Source: an optimization exercise on an open RTL-to-GDS flow (aim: small area, a short achievable clock period and few clock cycles per item). Production flows keep margins and buffers that such runs may drop. RTL that was checked went through simulation tests only; none was proved equivalent to the original. Power is estimated from default activity; no workload was simulated.

## glyph_atlas_shelf_packer_writer_unit
module glyph_atlas_shelf_packer_writer_unit (
    input  logic                 i_clk,
    input  logic                 i_rst_n,
    input  logic                 i_cfg_we,
    input  logic                 i_cfg_index,
    input  logic [12:0]          i_cfg_data,
    input  logic                 i_in_valid,
    output logic                 o_in_ready,
    input  logic [61:0]          i_in_word,
    output logic                 o_out_valid,
    input  logic                 i_out_ready,
    output logic [64:0]          o_out_word
);
clock: 12.0 ns
lec_check: 0
cap_margin: 20
core_margin: 2
core_utilization: 70
cts_buf_list: sky130_fd_sc_hd__clkbuf_8
setup_slack_margin: 5
slew_margin: 20
standard.sh (not shown) runs the stock make flow with config.mk's settings and CLKGATE_MAP_FILE= SYNTH_SCRIPT=/design/flow/synth_recipe.tcl, a recipe that flattens the netlist after the stock synthesis.
==> flow/flow/run.sh <==
#!/bin/bash
set -euo pipefail
bash standard.sh "BUFFER_PORTS_ARGS=-buffer_cell sky130_fd_sc_hd__buf_2" SETUP_SLACK_MARGIN=6.6 finish > standard_flow.log 2>&1
Testbench counts at the start, summed over its fixed seeds: cycles 10,363, items 10,331.
Change:
--- a/flow/design.v
+++ b/flow/design.v
@@ -163,81 +163,65 @@
         gasp_front u_front (
             .i_chan(in_ch[k]),
             .i_div (in_div),
             .o_sat (in_chs[k*17 + 16]),
             .o_rem (in_chs[k*17 + 8 +: 8]),
             .o_sh  (in_chs[k*17 +: 8])
         );
     end
-    always_comb begin
-        in_pay = '0;
-        if (in_cmd) begin
-            in_pay = {in_div, in_a0, in_mono, in_chs};
-        end else begin
-            in_pay[27:0] = {in_fmt, in_w, in_h};
-        end
-    end
+    assign in_pay = {in_div, in_a0, in_mono, in_chs[50:28],
+                     in_cmd ? in_chs[27:0] : {in_fmt, in_w, in_h}};
     always_ff @(posedge i_clk) begin
         if (load1) begin
             r_c1 <= in_cmd;
             r_p1 <= in_pay;
         end
     end
     logic [SW-1:0] r_cx, r_cy, r_rh;
     logic [3:0]    r_page;
     logic [11:0]   r_px, r_py, r_ox, r_yend;
     logic [1:0]    r_fmt;
     logic          r_active;
     logic [50:0]   a_chs, b_chs;
-    logic [SW-1:0] a_w, a_h;
-    logic [PW-1:0] a_place;
-    assign a_w = r_p1[25:13];
-    assign a_h = r_p1[12:0];
-    always_comb begin
-        a_place        = '0;
-        a_place[55:43] = SW'(r_aw - a_w);
-        a_place[42:30] = SW'(r_ah - a_h);
-        a_place[29]    = (a_w == '0) || (a_h == '0);
-        a_place[28]    = (a_w > r_aw) || (a_h > r_ah);
-        a_place[27:0]  = r_p1[27:0];
-    end
     gasp_back #(.N(gasp_pkg::DIV_K1)) u_sec1 (
         .i_ch (r_p1[50:0]),
         .i_div(r_p1[60:53]),
         .o_ch (a_chs)
     );
     always_ff @(posedge i_clk) begin
         if (free2) begin
             r_c2 <= r_c1;
-            r_p2 <= r_c1 ? {r_p1[60:51], a_chs} : a_place;
+            r_p2 <= {r_p1[60:51], a_chs[50:28], r_c1 ? a_chs[27:0] : r_p1[27:0]};
         end
     end
     gasp_back #(.N(gasp_pkg::DIV_K2)) u_sec2 (
         .i_ch (r_p2[50:0]),
         .i_div(r_p2[60:53]),
         .o_ch (b_chs)
     );
     always_ff @(posedge i_clk) begin
         if (free3) begin
             r_c3 <= r_c2;
-            r_p3 <= r_c2 ? {r_p2[60:51], b_chs} : r_p2;
+            r_p3 <= {r_p2[60:51], b_chs[50:28], r_c2 ? b_chs[27:0] : r_p2[27:0]};
         end
     end
-    logic [SW-1:0] s_xw, s_yh, s_cyr;
+    logic [SW-1:0] s_w, s_h, s_xw, s_yh, s_cyr;
     logic          s_empty, s_outside, s_wrap, s_np, s_nopages, s_ok;
     logic [2:0]    s_status;
     logic [3:0]    s_page;
     logic [11:0]   s_ox, s_oy;
     logic [50:0]   s_chs;
     logic [PW-1:0] s_pay;
-    assign s_xw      = r_p3[55:43];
-    assign s_yh      = r_p3[42:30];
-    assign s_empty   = r_p3[29];
-    assign s_outside = r_p3[28];
+    assign s_w       = r_p3[25:13];
+    assign s_h       = r_p3[12:0];
+    assign s_xw      = SW'(r_aw - s_w);
+    assign s_yh      = SW'(r_ah - s_h);
+    assign s_empty   = (s_w == '0) || (s_h == '0);
+    assign s_outside = (s_w > r_aw) || (s_h > r_ah);
     always_comb begin
         s_cyr     = SW'(r_cy + r_rh);
         s_wrap    = (r_cx > s_xw);
         s_np      = s_wrap ? (s_cyr > s_yh) : (r_cy > s_yh);
         s_nopages = s_np && (r_page == 4'd15);
         s_ok      = !s_empty && !s_outside && !s_nopages;
         if (s_empty)        s_status = gasp_pkg::ST_EMPTY;
         else if (s_outside) s_status = gasp_pkg::ST_OUTSIDE;
Wire length hardly moves.
Maximum frequency went down by 0.96%.
First-iteration DRC count falls by 4.9%.
Design area barely changes.
Worst setup slack is worse by 0.052 ns.
Utilization goes up by 1.9 points.
Sequential share of layout area barely changes.
Cell count went down by 1.8%.
Clock power went up by about 4%.
Area after synthesis came out lower by 2.2%.
No functional check of the RTL was part of the second run of this note.

==> what the ideal ports hide <==
The flow's constraints put no driver on any port. The routed layouts listed below were extracted and timed again, unchanged, in two steps.
Step 1 (the two cells are an assumption about what drives the block):
set clk [get_ports {i_clk}]
set_driving_cell -lib_cell sky130_fd_sc_hd__clkbuf_16 $clk
set_driving_cell -lib_cell sky130_fd_sc_hd__buf_2 [delete_from_list [all_inputs] $clk]
Step 2 times the ports against the registers' clock, not the clock port: input delays grow and output delays shrink by t, the midpoint of the rising clock arrivals with the driver on.
Slacks: ideal ports / drivers / drivers and shift; pairs: ideal ports / drivers.
run	t (ns)	setup WS [ns]	slew at the worst register clock pin (ns)	worst data-port slew with drivers (ns)
the first run	0.726	6.607 / 6.570 / 5.961	0.07 / 0.07	0.06
the second run	0.672	6.555 / 6.508 / 6.009	0.07 / 0.07	0.07
After both steps setup and hold are still met in every run listed. For the first run, which loses most, drivers alone change the setup slack by -0.037 ns; drivers and shift together by -0.646 ns.
